This is an optimization exercise on Yosys and OpenROAD, whose aim is small area, a short achievable clock period and few clock cycles per item, not a production implementation.
Where RTL was checked, it was by simulation tests only, not by an equivalence proof against the original.
No activity file was given, so power comes from the tool's default toggle rates.

## job 3940
==> flow/design.v (excerpt) <==
module alu_scalar_seq_module #(
    parameter int DATA_W = 8,
    parameter int DIM    = 5,
    localparam int NELEM = DIM * DIM,
    localparam int MAT_W = NELEM * DATA_W
) (
    input  logic              clk,
    input  logic              rst,
    input  logic              start,
    input  logic [MAT_W-1:0]  A_flat,
    input  logic [DATA_W-1:0] scalar,
    output logic [MAT_W-1:0]  C_flat,
    output logic              overflow_flag,
    output logic              busy,
    output logic              done
);
    localparam int N0 = (NELEM + 1) / 2;   
    localparam int N1 = NELEM - N0;        
    function automatic logic [15:0] ovf_thr(input logic [7:0] s);
        logic [15:0] thr;
        case (s)
            8'h00: thr = 16'h7f80;
            8'h01: thr = 16'h7f80;
            8'h02: thr = 16'h3fc0;
            8'h03: thr = 16'h2ad6;
            8'h04: thr = 16'h1fe0;
            8'h05: thr = 16'h19e7;
            8'h06: thr = 16'h15eb;
            8'h07: thr = 16'h12ee;
            8'h08: thr = 16'h0ff0;
            8'h09: thr = 16'h0ef2;
            8'h0a: thr = 16'h0cf4;
            8'h0b: thr = 16'h0bf5;
            8'h0c: thr = 16'h0af6;
            8'h0d: thr = 16'h09f7;
            8'h0e: thr = 16'h09f7;
            8'h0f: thr = 16'h08f8;
            8'h10: thr = 16'h07f8;
            8'h11: thr = 16'h07f9;
            8'h12: thr = 16'h07f9;
            8'h13: thr = 16'h06fa;
            8'h14: thr = 16'h06fa;
            8'h15: thr = 16'h06fa;
            8'h16: thr = 16'h05fb;
            8'h17: thr = 16'h05fb;
            8'h18: thr = 16'h05fb;
            8'h19: thr = 16'h05fb;
            8'h1a: thr = 16'h04fc;
            8'h1b: thr = 16'h04fc;
            8'h1c: thr = 16'h04fc;
            8'h1d: thr = 16'h04fc;
            8'h1e: thr = 16'h04fc;
            8'h1f: thr = 16'h04fc;
            8'h20: thr = 16'h03fc;
            8'h21: thr = 16'h03fd;
            8'h22: thr = 16'h03fd;
            8'h23: thr = 16'h03fd;
            8'h24: thr = 16'h03fd;
            8'h25: thr = 16'h03fd;
            8'h26: thr = 16'h03fd;
            8'h27: thr = 16'h03fd;
            8'h28: thr = 16'h03fd;
            8'h29: thr = 16'h03fd;
  ...
export LEC_CHECK = 0
export CAP_MARGIN = 20
export CORE_MARGIN = 2
export CORE_UTILIZATION = 40
export SETUP_SLACK_MARGIN = 5
export SLEW_MARGIN = 20
create_clock -name core_clock -period 9.0 [get_ports {clk}]
standard.sh (not shown) runs the stock make flow with config.mk's settings and CLKGATE_MAP_FILE= SYNTH_SCRIPT=/design/flow/synth_recipe.tcl, a recipe that flattens the netlist after the stock synthesis.
==> flow/flow/run.sh <==
#!/bin/bash
# The standard layout (standard.sh) with three changes:
# - no full-adder extraction before ABC (ADDER_MAP_FILE empty), so that ABC sees whole logic
#   cones and can time them;
# - ABC maps the logic with flow/abc_delay.script, a delay-oriented mapping, instead of ORFS's
#   abc_speed.script; the rest of the synthesis is synth_recipe.tcl unchanged;
# - the port buffers are the smallest plain buffer instead of the delay cell buffer_ports picks.
set -euo pipefail
here=$(pwd)
export ADDER_MAP_FILE=
export BUFFER_PORTS_ARGS="-buffer_cell sky130_fd_sc_hd__buf_1"
export MY_ABC_SCRIPT=$here/flow/abc_delay.script
{ head -n 1 synth_recipe.tcl; cat flow/abc_proc.tcl; tail -n +2 synth_recipe.tcl; } > flow_synth.tcl
sed "s|SYNTH_SCRIPT=[^ ]*|SYNTH_SCRIPT=$here/flow_synth.tcl|" standard.sh > flow_standard.sh
bash flow_standard.sh synth > synth.log 2>&1
bash standard.sh > layout.log 2>&1
==> flow/flow/abc_delay.script <==
strash
&get -n
&fraig -x
&put
scorr
dc2
strash
&get -n
&dch -f
&nf {D}
&put
buffer -p
upsize {D}
dnsize {D}
stime -p
==> flow/flow/abc_proc.tcl <==
# ABC maps the logic with the script MY_ABC_SCRIPT names instead of ORFS's.
proc abc {args} {
  set i [lsearch -exact $args -script]
  if { $i >= 0 } { lset args [expr {$i + 1}] $::env(MY_ABC_SCRIPT) }
  yosys abc {*}$args
}
Per the final summary, job 3940 finished and its layout is clean on timing, DRC and antenna.
Testbench counts of job 3940, summed over its fixed seeds: cycles 1,920, items 960.
What job 1033 does differently from job 3940 at the input level:
- removing SETUP_SLACK_MARGIN (formerly 5)
Notes after the runs:
Job 1033 ends up with lower routed metal-1 wire length than job 3940 does.
Job 1033 finished end to end and its layout was clean on timing, DRC and antenna.
Diff job 3940 -> job 1033: minimum clock period after layout +1.58 ns; ratio of cells with drive above 1 in the final layout saw a decrease; wire length saw a decrease; number of multi-input logic gates went down.
Inputs modified between job 1033 and job 3548:
- SETUP_SLACK_MARGIN newly set to 4
## What came out
Of job 3548 and job 1033, the lower met3 track demand over resource belongs to job 1033.
Of job 3548 and job 1033, the lower worst slack at placement belongs to job 1033.
On total power, job 3548 does worse than job 1033.
Of job 3548 and job 1033, it is job 3548 that has the higher final routed wire length divided by cell count.
Slack of the worst reg-to-reg path: job 3548 and job 1033 compared, higher one is job 3548
Changes observed in job 3548 relative to job 1033: number of pins exceeding their max-slew limit in the final report comparable; data arrival at the endpoint of the critical path now smaller.


alu_scalar_seq_module, a different RTL version from the one above (not shown whole).
Size: roughly 2,400 cells after synthesis, ~220 flip-flops, ~410 I/O pins, about 20,000 sq um of cells after synthesis.
export LEC_CHECK = 0
export CAP_MARGIN = 20
export CORE_MARGIN = 2
export CORE_UTILIZATION = 40
export CTS_BUF_LIST = sky130_fd_sc_hd__clkbuf_8
export SETUP_SLACK_MARGIN = 4
export SLEW_MARGIN = 20
create_clock -name core_clock -period 9.0 [get_ports {clk}]
Scripts as last shown in full above: flow/flow/run.sh, flow/flow/abc_delay.script, flow/flow/abc_proc.tcl
The starting point went through all stages and came out clean.
Testbench counts at the start, summed over its fixed seeds: cycles 1,920, items 960.
Edit:
==> flow/flow/abc_delay.script (replaced) <==
strash
&get -n
&fraig -x
&put
scorr
dc2
strash
&get -n
&dch -f
&nf
&put
stime -p
Settings changed: CTS_BUF_LIST sky130_fd_sc_hd__clkbuf_8 to unset.
After rerunning:
- critical path depth grows by 4
- register-to-register slack barely changes
- total power grows slightly
- cell count fell slightly
- clock skew went down by 0.0095 ns
- worst setup slack degrades by 0.010 ns
- routed wire length falls by a few percent
- global-route usage rose by 0.64 points
- non-clock buffer count rises by 20
Edit:
==> flow/flow/abc_delay.script (replaced) <==
strash
&get -n
&fraig -x
&put
scorr
dc2
strash
&get -n
&dch -f
&nf {D}
&put
buffer -p
upsize {D}
dnsize {D}
stime -p
Settings changed: CORE_UTILIZATION 40 to 55.
Outcome:
- first-iteration DRC count increases by 9.2%
- sequential share of layout area increases by 0.42 points
- cell area falls by 1.5%
- non-clock buffer count fell by 6
- critical path depth falls by 2
- global-route usage rises by 7.5 points
- utilization is higher by 15 points
- worst hold slack improves by 0.0088 ns


Starting RTL as in the previous note.
clock: 9.0 ns
lec_check: 0
cap_margin: 20
core_margin: 2
core_utilization: 40
setup_slack_margin: 3.5
slew_margin: 20
==> flow/flow/abc_delay.script <==
strash
&get -n
&fraig -x
&put
scorr
dc2
strash
&get -n
&dch -f
&nf {D}
&put
buffer -p
upsize {D}
dnsize {D}
stime -p
Scripts as last shown in full above: flow/flow/run.sh, flow/flow/abc_proc.tcl
Testbench counts at the start, summed over its fixed seeds: cycles 1,920, items 960.
==> next run, changes <==
--- a/flow/flow/run.sh
+++ b/flow/flow/run.sh
@@ -1,9 +1,11 @@
 #!/bin/bash
-# The standard layout (standard.sh) with three changes:
+# The standard layout (standard.sh) with three changes to how it is made:
 # - no full-adder extraction before ABC (ADDER_MAP_FILE empty), so that ABC sees whole logic
 #   cones and can time them;
-# - ABC maps the logic with flow/abc_delay.script, a delay-oriented mapping, instead of ORFS's
-#   abc_speed.script; the rest of the synthesis is synth_recipe.tcl unchanged;
+# - ABC maps the logic with flow/abc_delay.script (best-delay mapping with area and edge recovery, then
+#   ABC's own buffering and sizing) instead of ORFS's abc_speed.script; the rest of the
+#   synthesis is synth_recipe.tcl unchanged, so the registers are the standard synthesis's;
 # - the port buffers are the smallest plain buffer instead of the delay cell buffer_ports picks.
+# Each step's output goes to synth.log and layout.log here, and ORFS's own logs under orfs/logs.
 set -euo pipefail
 here=$(pwd)
==> flow/flow/abc_delay.script (replaced) <==
strash
&get -n
&fraig -x
&put
scorr
dc2
strash
&get -n
&dch -f
&nf -p -E 100
&put
buffer -p
upsize
dnsize
stime -p
Settings changed: SETUP_SLACK_MARGIN 3.5 to 3.8.
Outcome: Routed wire length goes down by 7.1%; hold slack degrades by 0.021 ns; design area goes down by 2.3%; sequential share of layout area goes up by 0.65 points.
==> next run, changes <==
--- a/flow/flow/run.sh
+++ b/flow/flow/run.sh
@@ -3,5 +3,5 @@
 # - no full-adder extraction before ABC (ADDER_MAP_FILE empty), so that ABC sees whole logic
 #   cones and can time them;
-# - ABC maps the logic with flow/abc_delay.script (best-delay mapping with area and edge recovery, then
+# - ABC maps the logic with flow/abc_delay.script (best-delay mapping with area recovery, then
 #   ABC's own buffering and sizing) instead of ORFS's abc_speed.script; the rest of the
 #   synthesis is synth_recipe.tcl unchanged, so the registers are the standard synthesis's;
==> flow/flow/abc_delay.script (replaced) <==
strash
&get -n
&fraig -x
&put
scorr
dc2
strash
&get -n
&dch -f
&nf -p
&put
buffer -p
upsize
dnsize
stime -p
Settings changed: SETUP_SLACK_MARGIN 3.8 to 4.3.
The new run passed the timing, design-rule and antenna checks.
Sequential power hardly moves.
Setup slack gains 0.40 ns.
Via count rises by about 11%.
Maximum frequency rises by about 8%.
Wire length rises by 20%.
==> next run, changes <==
==> flow/flow/run.sh (replaced) <==
#!/bin/bash
# The standard layout (standard.sh) with three changes:
# - no full-adder extraction before ABC (ADDER_MAP_FILE empty), so that ABC sees whole logic
#   cones and can time them;
# - ABC maps the logic with flow/abc_delay.script, a delay-oriented mapping, instead of ORFS's
#   abc_speed.script; the rest of the synthesis is synth_recipe.tcl unchanged;
# - the port buffers are the smallest plain buffer instead of the delay cell buffer_ports picks.
set -euo pipefail
here=$(pwd)
export ADDER_MAP_FILE=
export BUFFER_PORTS_ARGS="-buffer_cell sky130_fd_sc_hd__buf_1"
export MY_ABC_SCRIPT=$here/flow/abc_delay.script
{ head -n 1 synth_recipe.tcl; cat flow/abc_proc.tcl; tail -n +2 synth_recipe.tcl; } > flow_synth.tcl
sed "s|SYNTH_SCRIPT=[^ ]*|SYNTH_SCRIPT=$here/flow_synth.tcl|" standard.sh > flow_standard.sh
bash flow_standard.sh synth > synth.log 2>&1
bash standard.sh > layout.log 2>&1
==> flow/flow/abc_delay.script (replaced) <==
strash
&get -n
&fraig -x
&put
scorr
dc2
strash
&get -n
&dch -f
&nf {D}
&put
buffer -p
upsize {D}
dnsize {D}
stime -p
Settings changed: SETUP_SLACK_MARGIN 4.3 to 4.
After rerunning: Die area is about the same. Via count drops by 5.6%. Clock power stays flat. First-iteration DRC count shrinks by 15%.


Setup of lane 1:
alu_scalar_seq_module, a different RTL version from the one above (not shown whole).
Size in the first run: ~2,100 cells after synthesis, about 410 I/O pins, about 22,000 µm² of cells after synthesis.
clock: 9.0 ns
lec_check: 0
cap_margin: 20
core_margin: 2
core_utilization: 40
setup_slack_margin: 4
slew_margin: 20
==> flow/flow/run.sh <==
#!/bin/bash
# The standard layout (standard.sh) with two changes:
# - ABC maps the logic with flow/abc_delay.script, a delay-oriented mapping, instead of ORFS's
#   abc_speed.script; the rest of the synthesis is synth_recipe.tcl unchanged;
# - the port buffers are the smallest plain buffer instead of the delay cell buffer_ports picks.
set -euo pipefail
here=$(pwd)
export BUFFER_PORTS_ARGS="-buffer_cell sky130_fd_sc_hd__buf_1"
export MY_ABC_SCRIPT=$here/flow/abc_delay.script
{ head -n 1 synth_recipe.tcl; cat flow/abc_proc.tcl; tail -n +2 synth_recipe.tcl; } > flow_synth.tcl
sed "s|SYNTH_SCRIPT=[^ ]*|SYNTH_SCRIPT=$here/flow_synth.tcl|" standard.sh > flow_standard.sh
bash flow_standard.sh synth > synth.log 2>&1
bash standard.sh > layout.log 2>&1
==> flow/flow/abc_delay.script <==
strash
&get -n
&fraig -x
&put
scorr
dc2
strash
&get -n
&dch -f
&nf {D}
&put
buffer -p
upsize {D}
dnsize {D}
stime -p
Scripts as last shown in full above: flow/flow/abc_proc.tcl
Inputs modified between lane 1 and lane 2:
==> flow/flow/run.sh <==
#!/bin/bash
# The standard layout, with the port buffers made of the smallest plain buffer instead of
# the delay cell buffer_ports picks by default.
set -euo pipefail
export BUFFER_PORTS_ARGS="-buffer_cell sky130_fd_sc_hd__buf_1"
bash standard.sh > standard_flow.log 2>&1
-- flow/config.mk --
<<< lane 1, line 9
export CORE_MARGIN = 2
export CORE_UTILIZATION = 40
export SETUP_SLACK_MARGIN = 4
export SLEW_MARGIN = 20
>>> lane 2, line 9
export CORE_MARGIN = 2
export CORE_UTILIZATION = 40
export SLEW_MARGIN = 20
removed: flow/flow/abc_delay.script
removed: flow/flow/abc_proc.tcl
- For lane 1 and lane 2, there was not a single run that failed to finish clean.
- | peak supply drop | higher: lane 1 |
- Compared with lane 1, number of fill cells in the layout in lane 2 increased by more than 10%.
- Lane 1 ended up with sky130_fd_sc_hd__a2111o_1 as its slowest cell on the critical path; lane 2 ended up with sky130_fd_sc_hd__clkinv_2.
- Relative to lane 1, sequential share of the synthesized area decreased by 1.0 points in lane 2.
- Compared with lane 1, lane 2 shows via count that has gone up by a little under 10%.
- Taking lane 1 as the reference point, the x dimension of the die of lane 2 rises by 4.1 µm.
- Depth of the critical timing path with buffers and inverters included is lower on lane 1
- From lane 1 to lane 2 the numbers moved as follows: combinational share of power shows a reduction of 3.9 points; amount of wire on met3 after detailed routing shows an increase of about 10%.
Input changes introduced in lane 3 (baseline for comparison: lane 2):
-- flow/config.mk --
<<< lane 2, line 9
export CORE_MARGIN = 2
export CORE_UTILIZATION = 40
export SLEW_MARGIN = 20
>>> lane 3, line 9
export CORE_MARGIN = 2
export CORE_UTILIZATION = 40
export SETUP_SLACK_MARGIN = 3
export SLEW_MARGIN = 20
==> comparison <==
Cmp lane 3 vs lane 2: layout overhead on the synthesized area higher in lane 3. Diff lane 2 -> lane 3 | combinational power | up by a few percent. Compared lane 3 vs lane 2, and final area is up in lane 3.
Function was not checked in any run of this note: the RTL went through the layout flow alone.


alu_scalar_seq_module with an RTL version that a note above also has.
Size in the first run: ~2,400 cells after synthesis, roughly 220 flip-flops, ~410 I/O pins, ~20,000 sq um of cells after synthesis.
clock: 9.0 ns
lec_check: 0
cap_margin: 20
core_margin: 2
core_utilization: 40
setup_slack_margin: 4
slew_margin: 20
==> flow/flow/run.sh <==
#!/bin/bash
# The standard layout (standard.sh) with three changes:
# - no full-adder extraction before ABC (ADDER_MAP_FILE empty), so that ABC sees whole logic
#   cones and can time them;
# - ABC maps the logic with flow/abc_delay.script, a delay-oriented mapping, instead of ORFS's
#   abc_speed.script; the rest of the synthesis is synth_recipe.tcl unchanged;
# - the port buffers are the smallest plain buffer instead of the delay cell buffer_ports picks.
set -euo pipefail
here=$(pwd)
export ADDER_MAP_FILE=
export BUFFER_PORTS_ARGS="-buffer_cell sky130_fd_sc_hd__buf_1"
export MY_ABC_SCRIPT=$here/flow/abc_delay.script
{ head -n 1 synth_recipe.tcl; cat flow/abc_proc.tcl; tail -n +2 synth_recipe.tcl; } > flow_synth.tcl
sed "s|SYNTH_SCRIPT=[^ ]*|SYNTH_SCRIPT=$here/flow_synth.tcl|" standard.sh > flow_standard.sh
bash flow_standard.sh synth > synth.log 2>&1
bash standard.sh > layout.log 2>&1
==> flow/flow/abc_delay.script <==
strash
&get -n
&fraig -x
&put
scorr
dc2
strash
&get -n
&dch -f
&nf -p
&put
buffer -p
upsize
dnsize
stime -p
==> flow/flow/abc_proc.tcl <==
# ABC maps the logic with the script MY_ABC_SCRIPT names instead of ORFS's.
proc abc {args} {
  set i [lsearch -exact $args -script]
  if { $i >= 0 } { lset args [expr {$i + 1}] $::env(MY_ABC_SCRIPT) }
  yosys abc {*}$args
}
The first run produced a clean layout.
Testbench counts at the start, summed over its fixed seeds: cycles 1,920, items 960.
==> next run, changes <==
--- a/flow/flow/run.sh
+++ b/flow/flow/run.sh
@@ -1,9 +1,11 @@
 #!/bin/bash
-# The standard layout (standard.sh) with three changes:
+# The standard layout (standard.sh) with three changes to how it is made:
 # - no full-adder extraction before ABC (ADDER_MAP_FILE empty), so that ABC sees whole logic
 #   cones and can time them;
-# - ABC maps the logic with flow/abc_delay.script, a delay-oriented mapping, instead of ORFS's
-#   abc_speed.script; the rest of the synthesis is synth_recipe.tcl unchanged;
+# - ABC maps the logic with flow/abc_delay.script (best-delay mapping with area and edge recovery, then
+#   ABC's own buffering and sizing) instead of ORFS's abc_speed.script; the rest of the
+#   synthesis is synth_recipe.tcl unchanged, so the registers are the standard synthesis's;
 # - the port buffers are the smallest plain buffer instead of the delay cell buffer_ports picks.
+# Each step's output goes to synth.log and layout.log here, and ORFS's own logs under orfs/logs.
 set -euo pipefail
 here=$(pwd)
==> flow/flow/abc_delay.script (replaced) <==
strash
&get -n
&fraig -x
&put
scorr
dc2
strash
&get -n
&dch -f
&nf -p -E 100
&put
buffer -p
upsize
dnsize
stime -p
Result: The new run went through all stages and came out clean; cell area goes down by 3.7%; setup slack is better by 0.074 ns; utilization goes up by 0.47 points; routed wire length goes down by 8.3%.

## re-timing with driven ports
The flow's constraints put no driver on any port. The routed layouts listed below were extracted and timed again, unchanged, in two steps.
Step 1, drivers: a clkbuf_16 drives clk and a buf_2 each remaining input, both assumed.
Step 2 times the ports against the registers' clock, not the clock port: input delays grow and output delays shrink by t, the midpoint of the rising clock arrivals with the driver on.
a / b / c = no drivers / after step 1 / after step 2; a / b = the first two.
| run | t, ns | slack for setup (ns) | worst setup path at the end |
|---|---|---|---|
| job 3940 | 0.639 | 4.185 / 4.221 / 3.582 | input to register |
| job 1033 | 0.625 | 2.605 / 2.605 / 2.185 | input to register |
| job 3548 | 0.621 | 3.859 / 3.873 / 3.252 | input to register |
| the first run of note 2 | 0.675 | 4.005 / 4.014 / 3.339 | input to register |
| the second run of note 2 | 0.621 | 3.994 / 4.021 / 3.400 | input to register |
| the third run of note 2 | 0.621 | 3.917 / 3.946 / 3.326 | input to register |
| the first run of note 3 | 0.627 | 3.603 / 3.611 / 2.985 | input to register |
| the second run of note 3 | 0.614 | 3.840 / 3.816 / 3.202 | input to register |
| the third run of note 3 | 0.629 | 4.244 / 4.248 / 3.619 | input to register |
| the fourth run of note 3 | 0.627 | 3.878 / 3.911 / 3.284 | input to register |
| lane 1 | 0.638 | 3.466 / 3.492 / 2.854 | input to register |
| lane 2 | 0.647 | 1.916 / 1.933 / 1.286 | input to register |
| lane 3 | 0.650 | 3.058 / 3.097 / 2.447 | input to register |
| the first run of note 5 | 0.637 | 4.011 / 4.034 / 3.397 | input to register |
| the second run of note 5 | 0.616 | 4.085 / 4.112 / 3.496 | input to register |
After both steps every run listed still meets setup and hold. For the first run of note 2, which loses most, drivers alone change the setup slack by +0.009 ns; drivers and shift together by -0.666 ns.
